This design comes from an exercise in tuning for small area, a short achievable clock period and few clock cycles per item on the open sky130 flow, not from production work. Where RTL was checked, it was by simulation tests only, not by an equivalence proof against the original. Power figures rest on the tool's default switching activity, not on a simulated workload.

## conv_pe_top
module conv_pe_top (
    input  logic        clk,
    input  logic        rst,
    input  logic        wght_valid_i,
    input  logic [63:0] wght_i,
    output logic        wght_ready_o,
    input  logic        act_valid_i,
    input  logic [63:0] act_i,
    output logic        act_ready_o,
    output logic [23:0] result_o,
    output logic        result_valid_o
);
    logic [3:0] ph_q;       
    logic [3:0] wait_q;     
    logic       rdy_q;
    logic       fresh_q;    
    logic       wght_acc;
    logic       act_acc;
    assign wght_ready_o = rdy_q;
    assign act_ready_o = rdy_q;
    assign wght_acc = wght_valid_i & rdy_q;
    assign act_acc = act_valid_i & rdy_q;
    always_ff @(posedge clk) begin
        if (rst) begin
            ph_q <= 4'd0;
            rdy_q <= 1'b1;
            fresh_q <= 1'b1;
        end else if (fresh_q && !wght_valid_i) begin
            ph_q <= 4'd0;
        end else begin
            fresh_q <= 1'b0;
            ph_q <= (ph_q == 4'd8) ? 4'd0 : ph_q + 4'd1;
            rdy_q <= rdy_q ? (wght_valid_i | act_valid_i) : (wait_q == 4'd1);
        end
        wait_q <= rdy_q ? 4'd8 : wait_q - 4'd1;
    end
    logic [63:0] wring [9];
    always_ff @(posedge clk) begin
        wring[8] <= wght_acc ? wght_i : wring[0];
        for (int k = 0; k < 8; k++) begin
            wring[k] <= wring[k + 1];
        end
    end
    logic [63:0] aq;
    logic [63:0] wr;
    always_ff @(posedge clk) begin
        aq <= act_i;
    end
    assign wr = wring[8];
    logic [7:1] vld_t;
    logic [7:1] fst_t;
    logic [7:1] lst_t;
    logic vld;
    logic fst;
    always_ff @(posedge clk) begin
        vld_t <= {vld_t[6:1], act_acc};
        fst_t <= {fst_t[6:1], act_acc & (ph_q == 4'd0)};
        if (rst) begin
            lst_t <= '0;
        end else begin
            lst_t <= {lst_t[6:1], act_acc & (ph_q == 4'd8)};
        end
    end
  ...
For scale: roughly 2,500 cells after synthesis, roughly 990 flip-flops, roughly 35,000 um^2 of cells after synthesis.
==> flow/config.mk <==
export PLATFORM = sky130hd
export DESIGN_NAME = conv_pe_top
export DESIGN_NICKNAME = conv_pe_top
export VERILOG_FILES = /design/flow/design.v
export SDC_FILE = /design/flow/constraint.sdc
export NUM_CORES = 4
export LEC_CHECK = 0
export CAP_MARGIN = 20
export CORE_MARGIN = 2
export CORE_UTILIZATION = 65
export CTS_CLUSTER_DIAMETER = 140
export CTS_CLUSTER_SIZE = 25
export SETUP_SLACK_MARGIN = 3.0
export SLEW_MARGIN = 20
export SYNTH_HIERARCHICAL = 1
export SYNTH_MINIMUM_KEEP_SIZE = 0
==> flow/constraint.sdc <==
create_clock -name core_clock -period 5.0 [get_ports {clk}]
set_input_delay 1.0000 -clock core_clock [delete_from_list [all_inputs] [get_ports {clk}]]
set_output_delay 1.0000 -clock core_clock [all_outputs]
set_load 0.01 [all_outputs]
standard.sh (not shown) runs the stock make flow with config.mk's settings and CLKGATE_MAP_FILE= SYNTH_SCRIPT=/design/flow/synth_recipe.tcl, a recipe that flattens the netlist after the stock synthesis.
==> flow/flow/run.sh <==
#!/bin/bash
# The standard layout, with two resizer settings changed: cells may be
# swapped for ones of another footprint during repair, and the port buffers
# are plain buffers instead of the smallest-area (delay) buffer.
set -euo pipefail
bash standard.sh MATCH_CELL_FOOTPRINT=0 "BUFFER_PORTS_ARGS=-buffer_cell sky130_fd_sc_hd__buf_2" finish > make.log 2>&1
The baseline passed the timing, DRC and antenna checks.
Edit:
SETUP_SLACK_MARGIN = 2.8   (was 3.0)
Effect:
- combinational power shrinks by about 13%
- worst setup slack is better by 0.046 ns
- via count falls by 4.9%
- routed wire length came out lower by about 11%
- die area stays the same
- utilization falls by 5.7 points
- area after synthesis is unchanged
- fmax increases by 2.0%
- non-clock buffer count drops by 125
Edit:
==> flow/flow/run.sh (replaced) <==
#!/bin/bash
# The standard layout, with two resizer settings changed: cells may be
# swapped for ones of another footprint during repair, and the port buffers
# are plain buffers instead of the smallest-area (delay) buffer.
set -euo pipefail
bash standard.sh MATCH_CELL_FOOTPRINT=0 "BUFFER_PORTS_ARGS=-buffer_cell sky130_fd_sc_hd__buf_1" finish > make.log 2>&1
TNS_END_PERCENT = 10   (was default)
Outcome: The new run ran to the end with no violations. Flip-flop and latch count does not change. Worst setup slack stays flat. Wire length fell by 0.94%. Global-route usage is about the same. Area after synthesis is unchanged. Clock-buffer cell count fell by 1. Core utilization fell by 1.0 points. Combinational power fell by 4.1%. Sequential power is about the same. Via count fell by 0.94%.
Edit:
==> flow/run.sh (new file) <==
#!/bin/bash
# synth_recipe.tcl (not shown) runs the flow's synth.tcl, then flattens the netlist and writes it again
# the make line also repeats each setting of config.mk as NAME=value (left out here)
make -C /OpenROAD-flow-scripts/flow DESIGN_CONFIG=/design/flow/config.mk WORK_HOME=/design/flow/orfs CLKGATE_MAP_FILE= SYNTH_SCRIPT=/design/flow/synth_recipe.tcl finish
SETUP_SLACK_MARGIN = 3.0   (was 2.8)
TNS_END_PERCENT = default   (was 10)
removed: flow/flow/run.sh
removed: flow/standard.sh
Sequential share of layout area drops by 4.4 points; sequential power barely changes; wire length rises by 7.9%; fmax goes up by 0.54%; global-route usage climbs by 2.1 points; design area grows by 9.5%; synthesized area is unchanged; worst hold slack gains 0.0068 ns.
No run of this note included a check of the RTL's function; only the layout flow was run.


Setup of alpha:
Another version of the RTL of conv_pe_top (not shown whole).
Size: ~2500 cells after synthesis, about 160 I/O pins, ~0.036 sq mm of cells after synthesis.
// conv_pe_top
module conv_pe_top (
    input  logic        clk,
    input  logic        rst,
    input  logic        wght_valid_i,
    input  logic [63:0] wght_i,
    output logic        wght_ready_o,
    input  logic        act_valid_i,
    input  logic [63:0] act_i,
    output logic        act_ready_o,
    output logic [23:0] result_o,
    output logic        result_valid_o
);
    logic [3:0] ph_q;       
    logic [3:0] wait_q;     
    logic       rdy_q;
    logic       fresh_q;    
    logic       wght_acc;
    logic       act_acc;
    assign wght_ready_o = rdy_q;
    assign act_ready_o = rdy_q;
    assign wght_acc = wght_valid_i & rdy_q;
    assign act_acc = act_valid_i & rdy_q;
    always_ff @(posedge clk) begin
        if (rst) begin
            ph_q <= 4'd0;
            rdy_q <= 1'b1;
            fresh_q <= 1'b1;
        end else if (fresh_q && !wght_valid_i) begin
            ph_q <= 4'd0;
        end else begin
            fresh_q <= 1'b0;
            ph_q <= (ph_q == 4'd8) ? 4'd0 : ph_q + 4'd1;
            rdy_q <= rdy_q ? (wght_valid_i | act_valid_i) : (wait_q == 4'd1);
        end
        wait_q <= rdy_q ? 4'd8 : wait_q - 4'd1;
    end
    logic [63:0] wring [9];
    always_ff @(posedge clk) begin
        wring[8] <= wght_acc ? wght_i : wring[0];
        for (int k = 0; k < 8; k++) begin
            wring[k] <= wring[k + 1];
        end
    end
    logic [63:0] aq;
    logic [63:0] wr;
    always_ff @(posedge clk) begin
        aq <= act_i;
    end
    assign wr = wring[8];
    logic [7:1] vld_t;
    logic [7:1] fst_t;
    logic [7:1] lst_t;
  ...
Settings: LEC_CHECK=0, CAP_MARGIN=20, CORE_MARGIN=2, CORE_UTILIZATION=65, CTS_CLUSTER_DIAMETER=120, CTS_CLUSTER_SIZE=20, SETUP_SLACK_MARGIN=2.8, SLEW_MARGIN=20, SYNTH_HIERARCHICAL=1, SYNTH_MINIMUM_KEEP_SIZE=0; clock period 5.0 ns.
run.sh (not shown) runs the stock make flow with config.mk's settings and CLKGATE_MAP_FILE= SYNTH_SCRIPT=/design/flow/synth_recipe.tcl, a recipe that flattens the netlist after the stock synthesis.
Stock flow here: none of the scripts above is used.
Testbench counts of alpha, summed over its fixed seeds: cycles 8,884, windows 900.
[inputs] beta vs alpha
==> flow/flow/run.sh (new file) <==
#!/bin/bash
# The standard layout, with two resizer settings changed: cells may be
# swapped for ones of another footprint during repair, and the port buffers
# are plain buffers instead of the smallest-area (delay) buffer.
set -euo pipefail
bash standard.sh MATCH_CELL_FOOTPRINT=0 "BUFFER_PORTS_ARGS=-buffer_cell sky130_fd_sc_hd__buf_2" finish > make.log 2>&1
==> flow/standard.sh (new file) <==
#!/bin/bash
# synth_recipe.tcl (not shown) runs the flow's synth.tcl, then flattens the netlist and writes it again
# the make line also repeats each setting of config.mk as NAME=value (left out here)
make -C /OpenROAD-flow-scripts/flow DESIGN_CONFIG=/design/flow/config.mk WORK_HOME=/design/flow/orfs CLKGATE_MAP_FILE= SYNTH_SCRIPT=/design/flow/synth_recipe.tcl "${@:-finish}"
removed: flow/run.sh
### Flow results
- Taking alpha as the reference, in beta power per cell area stayed essentially flat, final design area excluding fillers fell by 1.2%, wire length of the first global-routing pass fell by 2.4 mm, minimum setup slack after placement rose by 220 ps.
- The ratio of cells with drive above 1 in the final layout of beta exceeds that of alpha by 6.6 points.

re-timing with driven ports:
In the flow no input, the clock included, has a driving cell. The finished layouts below were timed again as built, in two steps. Step 1: set_driving_cell puts a clkbuf_16 on clk and a buf_2 on each other input, an assumption about the parent block. Step 2, shift: input delay + t, output delay - t, t = (earliest + latest rising clock arrival at the registers) / 2. This alone moves slack from input paths to output paths. Three values: ideal ports, drivers, drivers and shift; two values: the first two.
run | t (ns) | setup slack, ns | worst hold slack (ns) | worst register clock-pin slew, ns
the first run of note 1 | 0.677 | 2.642 / 2.642 / 2.553 | 0.312 / 0.312 / 0.312 | 0.11 / 0.11
the second run of note 1 | 0.671 | 2.689 / 2.689 / 2.332 | 0.298 / 0.298 / 0.298 | 0.12 / 0.12
the third run of note 1 | 0.690 | 2.686 / 2.686 / 2.156 | 0.310 / 0.310 / 0.310 | 0.11 / 0.11
the fourth run of note 1 | 0.676 | 2.698 / 2.698 / 2.390 | 0.317 / 0.317 / 0.317 | 0.11 / 0.11
alpha | 0.695 | 2.727 / 2.727 / 2.237 | 0.299 / 0.299 / 0.299 | 0.11 / 0.11
beta | 0.689 | 2.693 / 2.693 / 2.393 | 0.306 / 0.306 / 0.306 | 0.10 / 0.10
After both steps setup and hold are still met in every run listed. The setup slack of the third run of note 1, which loses most, moves by 0.000 ns with the drivers and by -0.530 ns with both steps.
